From an optimization exercise on the open Yosys and OpenROAD flow, aimed at small area, a short achievable clock period and few clock cycles per item; shortcuts taken in it are not production practice.
RTL that was checked went through simulation tests only; none was proved equivalent to the original.
Power figures rest on the tool's default switching activity, not on a simulated workload.

==> 02-06 <==
Design conv2d_engine, start of the top module:
module conv2d_engine #(
  parameter int IMG       = 7,
  parameter int KER       = 3,
  parameter int STRIDE    = 1,
  parameter int CH        = 2,
  parameter int WIDTH_BIT = 8,
  parameter int SHIFT     = 8,
  parameter int OUT       = (IMG - KER) / STRIDE + 1,
  parameter int RC_W      = $clog2(OUT) + 1
) (
  input  logic                            clock,
  input  logic                            nreset,
  input  logic                            start,
  input  logic [CH*IMG*IMG*WIDTH_BIT-1:0] inp_matrix,
  input  logic [CH*KER*KER*WIDTH_BIT-1:0] kernel,
  output logic                            busy,
  output logic                            done,
  output logic                            pix_valid,
  output logic [RC_W-1:0]                 pix_row,
  output logic [RC_W-1:0]                 pix_col,
  output logic [WIDTH_BIT-1:0]            pix_data,
  output logic [OUT*OUT*WIDTH_BIT-1:0]    out_matrix
);
  localparam int NS = 2;    
  logic [4:0]  rs, cs;
  logic [24:0] pos;                  
  logic        running;
  logic        active, last;
  logic [NS:0] vld, lst;             
  assign active = start | running;
  assign last   = rs[4] & cs[4];
  ...
==> flow/config.mk <==
export PLATFORM = sky130hd
export DESIGN_NAME = conv2d_engine
export DESIGN_NICKNAME = conv2d_engine
export VERILOG_FILES = /design/flow/design.v
export SDC_FILE = /design/flow/constraint.sdc
export NUM_CORES = 4
export LEC_CHECK = 0
export CAP_MARGIN = 20
export CORE_MARGIN = 2
export CORE_UTILIZATION = 35
export SLEW_MARGIN = 20
export SYNTH_HIERARCHICAL = 1
export SYNTH_MINIMUM_KEEP_SIZE = 0
==> flow/constraint.sdc <==
create_clock -name core_clock -period 12.0 [get_ports {clock}]
set_input_delay 2.4000 -clock core_clock [delete_from_list [all_inputs] [get_ports {clock}]]
set_output_delay 2.4000 -clock core_clock [all_outputs]
set_load 0.01 [all_outputs]
standard.sh (not shown) runs the stock make flow with config.mk's settings and CLKGATE_MAP_FILE= SYNTH_SCRIPT=/design/flow/synth_recipe.tcl, a recipe that flattens the netlist after the stock synthesis.
==> flow/flow/run.sh <==
#!/bin/bash
# The standard layout (standard.sh, all steps), with three changes to how it is made:
# - the port buffers are buf_1 cells (buffer_ports' default is a slow delay cell; timing
#   repair upsizes the ones on critical paths);
# - timing repair aims for 8.3 ns of setup slack instead of 0, so that it speeds up the
#   paths the 12 ns clock leaves slack on;
# - clock tree synthesis clusters up to 20 flip-flops within 100 um per leaf buffer and
#   adds no dummy loads.
# All output goes to standard.log here and to ORFS's logs under orfs/logs.
export BUFFER_PORTS_ARGS="-buffer_cell sky130_fd_sc_hd__buf_1"
export SETUP_SLACK_MARGIN=8.3
export CTS_ARGS="-sink_clustering_enable -repair_clock_nets -sink_clustering_size 20 -sink_clustering_max_diameter 100 -dont_use_dummy_load"
bash standard.sh > standard.log 2>&1
==> 07-11: changes against 02-06 <==
--- a/flow/design.v
+++ b/flow/design.v
@@ -22,42 +22,36 @@
   output logic                            done,
   output logic                            pix_valid,
   output logic [RC_W-1:0]                 pix_row,
   output logic [RC_W-1:0]                 pix_col,
   output logic [WIDTH_BIT-1:0]            pix_data,
   output logic [OUT*OUT*WIDTH_BIT-1:0]    out_matrix
 );
   localparam int NS = 2;    
-  logic [4:0]  rs, cs;
-  logic [24:0] pos;                  
+  logic [24:0] pos;
   logic        running;
   logic        active, last;
   logic [NS:0] vld, lst;             
   assign active = start | running;
-  assign last   = rs[4] & cs[4];
+  assign last   = pos[24];
   always_ff @(posedge clock or negedge nreset) begin
     if (!nreset) begin
-      rs      <= 5'b00001;
-      cs      <= 5'b00001;
+      pos     <= 25'd1;
       running <= 1'b0;
     end else if (active) begin
-      cs      <= {cs[3:0], cs[4]};
-      if (cs[4]) rs <= {rs[3:0], rs[4]};
+      pos     <= {pos[23:0], pos[24]};
       running <= !last;
     end
   end
-  always_comb
-    for (int p = 0; p < 25; p++)
-      pos[p] = rs[p / 5] & cs[p % 5];
   logic [7:0] w  [18];
   logic [7:0] wd [18];
   logic       row0;                  
   always_comb begin
-    row0 = cs[0];
+    row0 = pos[0] | pos[5] | pos[10] | pos[15] | pos[20];
     for (int ch = 0; ch < 2; ch++)
       for (int k = 0; k < 3; k++) begin
         for (int l = 0; l < 2; l++) begin
           wd[(ch*3 + k)*3 + l] = row0 ? 8'd0 : w[(ch*3 + k)*3 + l + 1];
           for (int r = 0; r < 5; r++)
             wd[(ch*3 + k)*3 + l] = wd[(ch*3 + k)*3 + l] |
               ({8{pos[5*r]}} & inp_matrix[((ch*7 + r + k)*7 + l)*8 +: 8]);
         end
==> 02-16: changes against 02-06 <==
--- a/flow/design.v
+++ b/flow/design.v
@@ -22,42 +22,36 @@
   output logic                            done,
   output logic                            pix_valid,
   output logic [RC_W-1:0]                 pix_row,
   output logic [RC_W-1:0]                 pix_col,
   output logic [WIDTH_BIT-1:0]            pix_data,
   output logic [OUT*OUT*WIDTH_BIT-1:0]    out_matrix
 );
   localparam int NS = 2;    
-  logic [4:0]  rs, cs;
-  logic [24:0] pos;                  
+  logic [24:0] pos;
   logic        running;
   logic        active, last;
   logic [NS:0] vld, lst;             
   assign active = start | running;
-  assign last   = rs[4] & cs[4];
+  assign last   = pos[24];
   always_ff @(posedge clock or negedge nreset) begin
     if (!nreset) begin
-      rs      <= 5'b00001;
-      cs      <= 5'b00001;
+      pos     <= 25'd1;
       running <= 1'b0;
     end else if (active) begin
-      cs      <= {cs[3:0], cs[4]};
-      if (cs[4]) rs <= {rs[3:0], rs[4]};
+      pos     <= {pos[23:0], pos[24]};
       running <= !last;
     end
   end
-  always_comb
-    for (int p = 0; p < 25; p++)
-      pos[p] = rs[p / 5] & cs[p % 5];
   logic [7:0] w  [18];
   logic [7:0] wd [18];
   logic       row0;                  
   always_comb begin
-    row0 = cs[0];
+    row0 = pos[0] | pos[5] | pos[10] | pos[15] | pos[20];
     for (int ch = 0; ch < 2; ch++)
       for (int k = 0; k < 3; k++) begin
         for (int l = 0; l < 2; l++) begin
           wd[(ch*3 + k)*3 + l] = row0 ? 8'd0 : w[(ch*3 + k)*3 + l + 1];
           for (int r = 0; r < 5; r++)
             wd[(ch*3 + k)*3 + l] = wd[(ch*3 + k)*3 + l] |
               ({8{pos[5*r]}} & inp_matrix[((ch*7 + r + k)*7 + l)*8 +: 8]);
         end
CORE_UTILIZATION = 42   (was 35)
==> comparison table <==
| metric | 02-06 | 07-11 | 02-16 |
|---|---|---|---|
| Post-Layout Inst Area | 66,300 um2 | 64,900 um2 | 64,300 um2 |
| Clock network power | 1.70 mW | 1.67 mW | 1.72 mW |
| Proportion of cell area spent on the clock network | 0.0196 | 0.0193 | 0.0198 |
| Post CTS Setup Buffer Count | 31 | 6 | 5 |
| Overall power after layout | 29.3 mW | 16.5 mW | 16.1 mW |
| Seq. pwr | 5.27 mW | 3.88 mW | 3.91 mW |
| Synth Area in Adders | 0.242 | 0.245 | 0.245 |
| Number of antenna violations at the first check in global routing | 207 | 215 | 239 |
| Weighted congestion at the end of routability-driven global placement | 1.06 | 1.10 | 1.48 |
| Outcome | complete, no violations | complete, no violations | complete, no violations |
| Number of standard cells in the layout, taps in and fillers out | 8,501 | 8,324 | 7,954 |
| Placed standard-cell area | 63,400 um2 | 62,600 um2 | 62,100 um2 |
| Number of non-clock inverters | 35 | 21 | 21 |
| Fraction of area in registers | 0.249 | 0.260 | 0.262 |
| Iteration count of the initial detailed-routing pass | 14 | 14 | 15 |
| Smallest setup slack after layout | 8.23 ns | 8.27 ns | 8.28 ns |
| FF/Latch Area | 16,500 um2 | 16,900 um2 | 16,900 um2 |
| Hold-critical path endpoint | lst[2] | hi_a[10] | lst[1] |
| Detailed placer's ending HPWL | 287 mm | 283 mm | 290 mm |
| Routed wire length | 351 mm | 347 mm | 358 mm |
Testbench counts of 07-11, summed over its fixed seeds: cycles 5,376, frames 192.
Testbench counts of 02-16, summed over its fixed seeds: cycles 5,376, frames 192.
No functional check of the RTL was part of 02-06.

[what the ideal ports hide]
The results above use ideal ports. As a check the final layouts listed here were re-extracted and re-timed, cells and wires unchanged. Step 1 (the two cells are an assumption about what drives the block):
set clk [get_ports {clock}]
set_driving_cell -lib_cell sky130_fd_sc_hd__clkbuf_16 $clk
set_driving_cell -lib_cell sky130_fd_sc_hd__buf_2 [delete_from_list [all_inputs] $clk]
Step 2 adds t to the input delays and takes it off the output delays; t is the mean of the earliest and latest rising clock arrival at the registers after step 1. Input paths then give back, and output paths get back, about the clock's delay inside the block. a / b / c = ideal / step 1 / step 2; a / b = the first two.
run | shift t [ns] | setup slack, ns | cell pins on the clock port's net
02-06 | 0.732 | 8.231 / 8.197 / 7.632 | 1
07-11 | 0.727 | 8.271 / 8.265 / 7.881 | 1
02-16 | 0.764 | 8.283 / 8.220 / 7.611 | 1
After both steps every run listed still meets setup and hold. For 02-16, which loses most, drivers alone change the setup slack by -0.063 ns; drivers and shift together by -0.672 ns.
